Context: an optimization exercise on an open-source flow, tuned for small area, a short achievable clock period and few clock cycles. The choices shown serve that exercise and are no tape-out recipe.
Function was checked by simulation only, so behaviour that the tests miss may differ from the original.
No activity file was given, so power comes from the tool's default toggle rates.

== the reference run ==
==> flow/design.v (excerpt) <==
module l3_cache_top (
  input  logic         clk,
  input  logic         reset,
  input  logic [3:0]   port_valid,
  input  logic [3:0]   port_write,
  input  logic [63:0]  port_addr,
  input  logic [127:0] port_wdata,
  output logic [3:0]   port_ready,
  output logic         rsp_valid,
  output logic [1:0]   rsp_port,
  output logic         rsp_write,
  output logic [31:0]  rsp_data,
  input  logic         rsp_ready,
  output logic         mem_req_valid,
  output logic         mem_req_write,
  output logic [15:0]  mem_req_addr,
  output logic [31:0]  mem_req_data,
  input  logic         mem_req_ready,
  input  logic         mem_rsp_valid,
  input  logic [31:0]  mem_rsp_data
);
export LEC_CHECK = 0
export CAP_MARGIN = 20
export CORE_MARGIN = 2
export CORE_UTILIZATION = 60
export CTS_CLUSTER_DIAMETER = 60
export CTS_CLUSTER_SIZE = 20
export SETUP_SLACK_MARGIN = 3.4
export SLEW_MARGIN = 20
export TNS_END_PERCENT = 0
create_clock -name core_clock -period 6.0 [get_ports {clk}]
run.sh (not shown) runs the stock make flow with config.mk's settings and CLKGATE_MAP_FILE= SYNTH_SCRIPT=/design/flow/synth_recipe.tcl, a recipe that flattens the netlist after the stock synthesis.
Testbench counts of the reference run, summed over its fixed seeds: cycles 2,293.
Relative to the reference run, the following input files were edited for the trial run:
-- flow/design.v --
<<< the reference run, line 65
  assign granted   = |port_ready;
  assign accept    = |(port_valid & port_ready);
  assign arb_valid = accept;
  always_comb begin
    spec_req = '0;
>>> the trial run, line 65
  assign granted   = |port_ready;
  assign accept    = |(port_valid & port_ready);
  assign arb_valid = granted;
  always_comb begin
    spec_req = '0;
<<< the reference run, line 435
  logic              r_write;
  logic [DATA_W-1:0] r_data;
  logic              r_wait;
  logic [RID_W-1:0]  r_rid;
>>> the trial run, line 435
  logic              r_write;
  logic [DATA_W-1:0] r_data;
  logic [DATA_W-1:0] r_word;
  logic              r_wait0;
  logic              r_cnow;
  logic              r_cap;
  logic              r_wait;
  logic [RID_W-1:0]  r_rid;
<<< the reference run, line 463
    r_port  = '0;
    r_write = 1'b0;
    r_data  = '0;
    r_wait  = 1'b0;
    r_rid   = '0;
    for (int i = 0; i < RING; i++) begin
>>> the trial run, line 467
    r_port  = '0;
    r_write = 1'b0;
    r_word  = '0;
    r_wait0 = 1'b0;
    r_cnow  = 1'b0;
    r_rid   = '0;
    for (int i = 0; i < RING; i++) begin
<<< the reference run, line 470
        r_port  = port_q[i];
        r_write = write_q[i];
        r_data  = cap[i] ? mem_rsp_data : data_q[i];
        r_wait  = wait_q[i] && !cap[i];
        r_rid   = rid_q[i];
      end
    end
  end
  always_comb begin
>>> the trial run, line 475
        r_port  = port_q[i];
        r_write = write_q[i];
        r_word  = data_q[i];
        r_wait0 = wait_q[i];
        r_cnow  = cnow_q[i];
        r_rid   = rid_q[i];
      end
    end
    r_cap  = mem_rsp_valid && r_cnow;
    r_data = r_cap ? mem_rsp_data : r_word;
    r_wait = r_wait0 && !r_cap;
  end
  always_comb begin
Findings:
- Per the final summary, the trial run finished and its layout is clean on timing, DRC and antenna.
- Having completed the whole flow, the reference run delivered a layout that passed the timing, DRC and antenna checks.
- In terms of net switching share of the total power, the trial run and the reference run differ only marginally.
- Post-synthesis to final-layout area growth: the reference run and the trial run compared, higher one is the reference run
- The trial run vs the reference run: total design power down by a few percent
- Min routed wire length across the reference run and the trial run: the trial run
- Delta (the trial run minus the reference run): count of pins on the block boundary barely changed; core utilization lower; synthesized cell count has decreased; area of the mapped netlist went up; clock latency on the worst-skew pair about even.
- Summary of the trial run over the reference run: worst setup slack now smaller, logic gate share of total power -0.7 points, slew at the pin closest to its max-slew limit has increased, net count reported at finish now smaller, total of fill cells in the finished design went up.
Testbench counts of the trial run, summed over its fixed seeds: cycles 2,293.

--- another note on this design; it stands on its own ---

oak:
==> flow/design.v (excerpt) <==
module l3_cache_top (
  input  logic         clk,
  input  logic         reset,
  input  logic [3:0]   port_valid,
  input  logic [3:0]   port_write,
  input  logic [63:0]  port_addr,
  input  logic [127:0] port_wdata,
  output logic [3:0]   port_ready,
  output logic         rsp_valid,
  output logic [1:0]   rsp_port,
  output logic         rsp_write,
  output logic [31:0]  rsp_data,
  input  logic         rsp_ready,
  output logic         mem_req_valid,
  output logic         mem_req_write,
  output logic [15:0]  mem_req_addr,
  output logic [31:0]  mem_req_data,
  input  logic         mem_req_ready,
  input  logic         mem_rsp_valid,
  input  logic [31:0]  mem_rsp_data
);
  localparam int NUM_PORTS = l3_cache_pkg::NUM_PORTS;
  localparam int PORT_W    = l3_cache_pkg::PORT_W;
  localparam int ADDR_W    = l3_cache_pkg::ADDR_W;
  localparam int DATA_W    = l3_cache_pkg::DATA_W;
  localparam int INDEX_W   = l3_cache_pkg::INDEX_W;
  localparam int NUM_SETS  = l3_cache_pkg::NUM_SETS;
  localparam int TAG_W     = l3_cache_pkg::TAG_W;
  localparam int REQ_W     = l3_cache_pkg::REQ_W;
  typedef l3_cache_pkg::l3_req_t  l3_req_t;
  typedef l3_cache_pkg::l3_rsp_t  l3_rsp_t;
  typedef l3_cache_pkg::mem_req_t mem_req_t;
  logic [NUM_PORTS*REQ_W-1:0] port_req;
  l3_rsp_t  rsp;
  mem_req_t mem_req;
  always_comb begin
    for (int p = 0; p < NUM_PORTS; p++) begin
      port_req[p*REQ_W +: REQ_W] = {port_write[p], port_addr[p*ADDR_W +: ADDR_W],
                                    port_wdata[p*DATA_W +: DATA_W], PORT_W'(p)};
    end
  end
  l3_top l3_top_i (
    .clk           (clk),
    .reset         (reset),
    .port_valid    (port_valid),
    .port_req      (port_req),
    .port_ready    (port_ready),
    .rsp_valid     (rsp_valid),
    .rsp           (rsp),
    .rsp_ready     (rsp_ready),
    .mem_req_valid (mem_req_valid),
    .mem_req       (mem_req),
    .mem_req_ready (mem_req_ready),
    .mem_rsp_valid (mem_rsp_valid),
    .mem_rsp_data  (mem_rsp_data)
  );
  assign rsp_port      = rsp.port;
  assign rsp_write     = rsp.write;
  assign rsp_data      = rsp.data;
  assign mem_req_write = mem_req.write;
  assign mem_req_addr  = mem_req.addr;
  assign mem_req_data  = mem_req.data;
endmodule
==> flow/config.mk <==
export PLATFORM = sky130hd
export DESIGN_NAME = l3_cache_top
export DESIGN_NICKNAME = l3_cache_top
export VERILOG_FILES = /design/flow/design.v
export SDC_FILE = /design/flow/constraint.sdc
export NUM_CORES = 4
export LEC_CHECK = 0
export CAP_MARGIN = 20
export CORE_MARGIN = 2
export CORE_UTILIZATION = 58
export CTS_CLUSTER_DIAMETER = 60
export CTS_CLUSTER_SIZE = 20
export SETUP_SLACK_MARGIN = 3.6
export SLEW_MARGIN = 20
export TNS_END_PERCENT = 0
==> flow/constraint.sdc <==
create_clock -name core_clock -period 6.0 [get_ports {clk}]
set_input_delay 1.2000 -clock core_clock [delete_from_list [all_inputs] [get_ports {clk}]]
set_output_delay 1.2000 -clock core_clock [all_outputs]
set_load 0.01 [all_outputs]
run.sh (not shown) runs the stock make flow with config.mk's settings and CLKGATE_MAP_FILE= SYNTH_SCRIPT=/design/flow/synth_recipe.tcl, a recipe that flattens the netlist after the stock synthesis.
Testbench counts of oak, summed over its fixed seeds: cycles 2,293.
The following lists how pine was set up differently from oak:
- SETUP_SLACK_MARGIN: 3.6 -> 3.8
Results
pine reached the end of the flow, and the finished layout is clean on the timing, DRC and antenna checks. Switching portion of total power delta for pine relative to oak: 0.78 points higher. On sum of internal, switching and leakage power, pine tracks oak almost exactly. The global-route usage reported for pine is greater than that of oak by 2.6 points. Cmp pine vs oak: per-cell routed wire length higher in pine. Area added between synthesis and finish (pine over oak): decrease, 0.99 points.

afterwards: timing with drivers on the ports:
The results above use ideal ports. As a check the final layouts listed here were re-extracted and re-timed, cells and wires unchanged.
Step 1: set_driving_cell puts a clkbuf_16 on clk and a buf_2 on each other input, an assumption about the parent block.
Step 2 times the ports against the registers' clock, not the clock port: input delays grow and output delays shrink by t, the midpoint of the rising clock arrivals with the driver on.
Three values: no drivers, after step 1, after step 2; two values: the first two.
run	t (ns)	setup slack, ns	worst setup path at the end	slew at the worst register clock pin (ns)
the reference run	0.871	2.982 / 3.029 / 2.159	input to register	0.09 / 0.09
the trial run	0.867	2.897 / 2.915 / 2.048	input to register	0.09 / 0.09
oak	0.865	3.136 / 3.138 / 2.332	input to register	0.09 / 0.09
pine	0.874	3.114 / 3.133 / 2.310	input to register	0.08 / 0.08
After both steps setup and hold are still met in every run listed. The setup slack of the trial run, which loses most, moves by +0.018 ns with the drivers and by -0.849 ns with both steps.
